What follows belongs to an exercise in optimizing a design on an open flow for a short achievable clock period and few clock cycles; a production flow would make more cautious choices.
Function was checked by simulation only, so behaviour that the tests miss may differ from the original.
No activity file was given, so power comes from the tool's default toggle rates.

### config.mk
export PLATFORM = sky130hd
export DESIGN_NAME = cpu_top
export DESIGN_NICKNAME = cpu_top
export VERILOG_FILES = /design/flow/design.v
export SDC_FILE = /design/flow/constraint.sdc
export NUM_CORES = 4
export LEC_CHECK = 0
export CAP_MARGIN = 20
export CORE_MARGIN = 2
export CORE_UTILIZATION = 40
export SLEW_MARGIN = 20
### run.sh
#!/bin/bash
# synth_recipe.tcl (not shown) runs the flow's synth.tcl, then flattens the netlist and writes it again
# the make line also repeats each setting of config.mk as NAME=value (left out here)
make -C /OpenROAD-flow-scripts/flow DESIGN_CONFIG=/design/flow/config.mk WORK_HOME=/design/flow/orfs CLKGATE_MAP_FILE= SYNTH_SCRIPT=/design/flow/synth_recipe.tcl finish
### constraint.sdc
create_clock -name core_clock -period 8.0 [get_ports {i_clk}]
set_input_delay 1.6000 -clock core_clock [delete_from_list [all_inputs] [get_ports {i_clk}]]
set_output_delay 1.6000 -clock core_clock [all_outputs]
set_load 0.01 [all_outputs]
### design.v
`default_nettype none
package cpu_pkg;
	localparam int data_w = 8;
	localparam logic [data_w-1:0] op_halt = 8'h00;
	localparam logic [data_w-1:0] op_noop = 8'h01;
	localparam logic [data_w-1:0] op_jump = 8'h03;
	localparam logic [data_w-1:0] op_math = 8'h04;
	localparam logic [data_w-1:0] op_ldfi = 8'h06;
	localparam logic [data_w-1:0] op_cpfr = 8'h08;
	localparam logic [data_w-1:0] op_stom = 8'h09;
	localparam logic [data_w-1:0] op_jinz = 8'h0a;
	localparam logic [data_w-1:0] sel_rax = 8'd9;
endpackage
`default_nettype wire
`timescale 1ns/10ps
`default_nettype none
module cpu_alu (
	input wire [7:0] i_a,
	input wire [7:0] i_b,
	input wire [2:0] i_op,
	output logic [7:0] o_result,
	output logic o_zero
);
	always_comb begin
		case (i_op)
			3'd0: o_result = i_a + i_b;
			3'd1: o_result = i_a - i_b;
			3'd2: o_result = i_a & i_b;
			3'd3: o_result = i_a | i_b;
			3'd4: o_result = i_a ^ i_b;
			default: o_result = '0;
		endcase
	end
	assign o_zero = (o_result == '0);
endmodule
`default_nettype wire
`timescale 1ns/10ps
`default_nettype none
module cpu_top (
	input wire i_clk,
	input wire i_reset,
	input wire i_load_addr,
	input wire i_load_data,
	input wire i_execute,
	input wire [7:0] i_data_in,
	output logic [7:0] o_data_out,
	output logic o_waiting
);
	typedef enum logic [2:0] {
		md_wait,       
		md_run,        
		md_hold,       
		md_addr,       
		md_gap,        
		md_data        
	} mode_t;
	mode_t m_mode;
	logic m_rel;                  
	logic [7:0] m_mem [256];
	logic [7:0] m_rip;
	logic [7:0] m_op;
	logic [7:0] m_b1;
	logic [7:0] m_b2;
	logic [7:0] m_gpr [4];
	logic [7:0] m_rax;
	logic m_zf;
	logic [7:0] m_addr;           
	logic [7:0] m_pdata;          
	logic m_pwrite;
	logic [7:0] m_dout;
	logic is_noop, is_jump, is_math, is_ldfi, is_cpfr, is_stom, is_jinz, is_halt;
	assign is_noop = (m_op == cpu_pkg::op_noop);
	assign is_jump = (m_op == cpu_pkg::op_jump);
	assign is_math = (m_op == cpu_pkg::op_math);
	assign is_ldfi = (m_op == cpu_pkg::op_ldfi);
	assign is_cpfr = (m_op == cpu_pkg::op_cpfr);
	assign is_stom = (m_op == cpu_pkg::op_stom);
	assign is_jinz = (m_op == cpu_pkg::op_jinz);
	assign is_halt = !(is_noop | is_jump | is_math | is_ldfi | is_cpfr | is_stom | is_jinz);
	logic taken;
	assign taken = is_jump | (is_jinz & !m_zf);
	logic exec_en, do_exec;
	assign exec_en = !i_reset & ((m_mode == md_run) | ((m_mode == md_wait) & i_execute));
	assign do_exec = exec_en & !is_halt;
	logic [7:0] sdata;            
	logic [7:0] cdata;            
	assign sdata = m_b1[3] ? m_rax : m_gpr[m_b1[1:0]];
	assign cdata = m_b2[3] ? m_rax : m_gpr[m_b2[1:0]];
	logic [7:0] alu_res;
	logic alu_zero;
	cpu_alu u_alu (
		.i_a(m_gpr[0]),
		.i_b(m_gpr[1]),
		.i_op(m_b1[2:0]),
		.o_result(alu_res),
		.o_zero(alu_zero)
	);
	logic [7:0] sw [1:5];
	logic [7:0] jw [0:2];
	always_comb begin
		for (int j = 1; j <= 5; j++) begin
			if (is_stom && j >= 3 && m_b2 == 8'(m_rip + 8'(j)))
				sw[j] = sdata;
			else
				sw[j] = m_mem[8'(m_rip + 8'(j))];
		end
		for (int k = 0; k <= 2; k++)
			jw[k] = m_mem[8'(m_b1 + 8'(k))];
	end
	logic [7:0] n_op, n_b1, n_b2, n_rip;
	always_comb begin
		if (taken) begin
			n_op = jw[0];
			n_b1 = jw[1];
			n_b2 = jw[2];
			n_rip = m_b1;
		end else if (is_noop) begin
			n_op = sw[1];
			n_b1 = sw[2];
			n_b2 = sw[3];
			n_rip = m_rip + 8'd1;
		end else if (is_jump | is_math | is_jinz) begin
			n_op = sw[2];
			n_b1 = sw[3];
			n_b2 = sw[4];
			n_rip = m_rip + 8'd2;
		end else begin
			n_op = sw[3];
			n_b1 = sw[4];
			n_b2 = sw[5];
			n_rip = m_rip + 8'd3;
		end
	end
	always_ff @(posedge i_clk) begin
		if (do_exec) begin
			m_op <= n_op;
			m_b1 <= n_b1;
			m_b2 <= n_b2;
			m_rip <= n_rip;
		end else begin
			m_op <= m_mem[0];
			m_b1 <= m_mem[1];
			m_b2 <= m_mem[2];
			m_rip <= 8'd0;
		end
	end
	always_ff @(posedge i_clk) begin
		if (do_exec & is_math)
			m_rax <= alu_res;
		for (int i = 0; i < 4; i++) begin
			if (do_exec & (is_ldfi | is_cpfr) & (m_b1[1:0] == 2'(i)))
				m_gpr[i] <= is_ldfi ? m_b2 : cdata;
		end
	end
	always_ff @(posedge i_clk) begin
		if (i_reset)
			m_zf <= 1'b0;
		else if (do_exec & is_math)
			m_zf <= alu_zero;
	end
	always_ff @(posedge i_clk) begin
		for (int a = 0; a < 256; a++) begin
			if (m_pwrite & (m_addr == 8'(a)))
				m_mem[a] <= m_pdata;
			else if (do_exec & is_stom & (m_b2 == 8'(a)))
				m_mem[a] <= sdata;
		end
	end
	always_ff @(posedge i_clk) begin
		if (i_reset) begin
			m_mode <= md_wait;
			m_pwrite <= 1'b0;
			m_rel <= 1'b0;
		end else begin
			m_pwrite <= 1'b0;
			case (m_mode)
				md_wait: begin
					if (i_load_addr) begin
						m_mode <= md_addr;
					end else if (i_execute) begin
						m_mode <= is_halt ? md_hold : md_run;
					end
					m_rel <= 1'b0;
				end
				md_run: begin
					if (is_halt)
						m_mode <= (m_rel | !i_execute) ? md_wait : md_hold;
					m_rel <= m_rel | !i_execute;
				end
				md_hold: if (!i_execute) m_mode <= md_wait;
				md_addr: if (!i_load_addr) m_mode <= md_gap;
				md_gap: if (i_load_data) begin
					m_mode <= md_data;
					m_pwrite <= 1'b1;
				end
				md_data: if (!i_load_data) m_mode <= md_wait;
				default: m_mode <= md_wait;
			endcase
		end
	end
	always_ff @(posedge i_clk) begin
		if (m_mode == md_wait && i_load_addr)
			m_addr <= i_data_in;
		if (m_mode == md_gap && i_load_data)
			m_pdata <= i_data_in;
	end
	always_ff @(posedge i_clk) begin
		if (m_mode == md_gap && i_load_data)
			m_dout <= i_data_in;
		else if (m_mode != md_data)
			m_dout <= m_mem[m_addr];
	end
	assign o_data_out = m_dout;
	assign o_waiting = (m_mode == md_wait) | ((m_mode == md_run) & is_halt & m_rel);
endmodule
`default_nettype wire
==> results.rst <==
.. list-table::
   :header-rows: 1

   * - Metric
     - Value
   * - Outcome
     - aborted with a tool error
   * - Failed at
     - global routing (5_1_grt)
   * - Error that stopped the run
     - [ERROR GRT-0116] Global routing finished with congestion. Check the congestion regions in the DRC Viewer.
   * - Number of buffers inserted by hold repair at cts
     - 0
   * - Unique masters post-synth
     - 112
   * - Buffer type at the clock tree root
     - clkbuf_16
   * - Sinks on the clock net
     - 2150
   * - Wire length of the first global-routing pass
     - 6480000 um
   * - FFs w/ async S/R, synth
     - 0%
   * - GRT Total Usage
     - 172%
   * - Largest net degree at the start of global routing
     - 108
   * - Post-cts resize count
     - 0
   * - Average instance area after synthesis
     - 7.39 sq um
   * - Share of the yosys chip area belonging to registers
     - 27.0%
   * - Maximum clock path buffer count
     - 4
   * - Number of top-level design ports
     - 22
   * - Clock buffer count from CTS
     - 234
   * - Number of input and output port buffers inserted
     - 21
   * - Synthesized cell area
     - 0.237 sq mm
   * - Post-CTS setup-driven buffer insertion count
     - 0
   * - Net count of the mapped netlist
     - 32200
   * - Flip-flop and latch count after synthesis
     - 2150
   * - Number of global-route vias before repair
     - 423000
   * - Initial Util
     - 40.1%
   * - Yosys warnings
     - 10
   * - Die boundary height
     - 774 um
   * - Total placed cells including tap cells
     - 39300
   * - Aggregate global routing overflow
     - 347000
   * - HPWL Detailed
     - 2960000 um
   * - Number of H-tree levels
     - 4
   * - EDFF count, synth
     - 2112
   * - Cells after synthesis
     - 32100
   * - Routability Congestion
     - 3.12
   * - Placed Area
     - 0.268 sq mm
   * - Prevailing post-synth register cell
     - edfxtp_1
   * - Placement row count
     - 283
   * - X dimension of the die
     - 774 um
==> cell usage after synthesis (377+ instances only) <==
library cell     n  area [sq um]
a222oi_1       416          4160
a221oi_1      1005          8800
nor3_1         637          3190
o21ai_0        883          4420
a21oi_1       3143         15700
nand4_1        996          6230
a31oi_1        377          2360
nor4_1         497          3110
a22o_1        1012          8860
clkbuf_1      3853         14500
buf_1         1084          4070
o22ai_1        562          3520
a22oi_1       3812         28600
edfxtp_1      2112         63400
nand3_1       1838          9200
nor2_1        3955         14800
nand2_1       1643          6170
a32oi_1        959          8400
==> power by group through the flow <==
stage               Clock, mW  Sequential, mW  Combinational, mW
floorplan                   0            12.5              0.286
detailed placement          0            12.5              0.657
global placement            0            12.5              0.651
CTS                      10.9            12.2              0.659
==> worst min-delay path by stage <==
stage | slack (ps) | start | depth (start not counted) | end
after floorplan | 420 | m_zf | 2 | m_zf
after global placement | 470 | m_zf | 2 | m_zf
after CTS | 470 | m_zf | 2 | m_zf
after detailed placement | 460 | m_zf | 2 | m_zf
==> stage by stage <==
stage	setup WS, ps	hold slack, ps	total power, mW
after floorplan	3160	423	12.8
after global placement	-164	473	13.1
after detailed placement	428	459	13.1
after CTS	416	472	23.8
==> logic make-up after synthesis <==
group,share of synthesized area (%)
AO/OA/AOI/OAI,42.3
XOR/XNOR,0.344
adder cells (fa/ha/maj),0.230
buffers and inverters,8.39
flip-flops,27.0
multiplexers,1.07
AND/OR/NAND/NOR,20.7
==> metal layers <==
layer  overflow  track usage [%]
met1     120000              174
met2     170000              233
met3      32300              124
met4      21500              126
met5       3299              112
Testbench counts, summed over its fixed seeds: cycles 15,134.
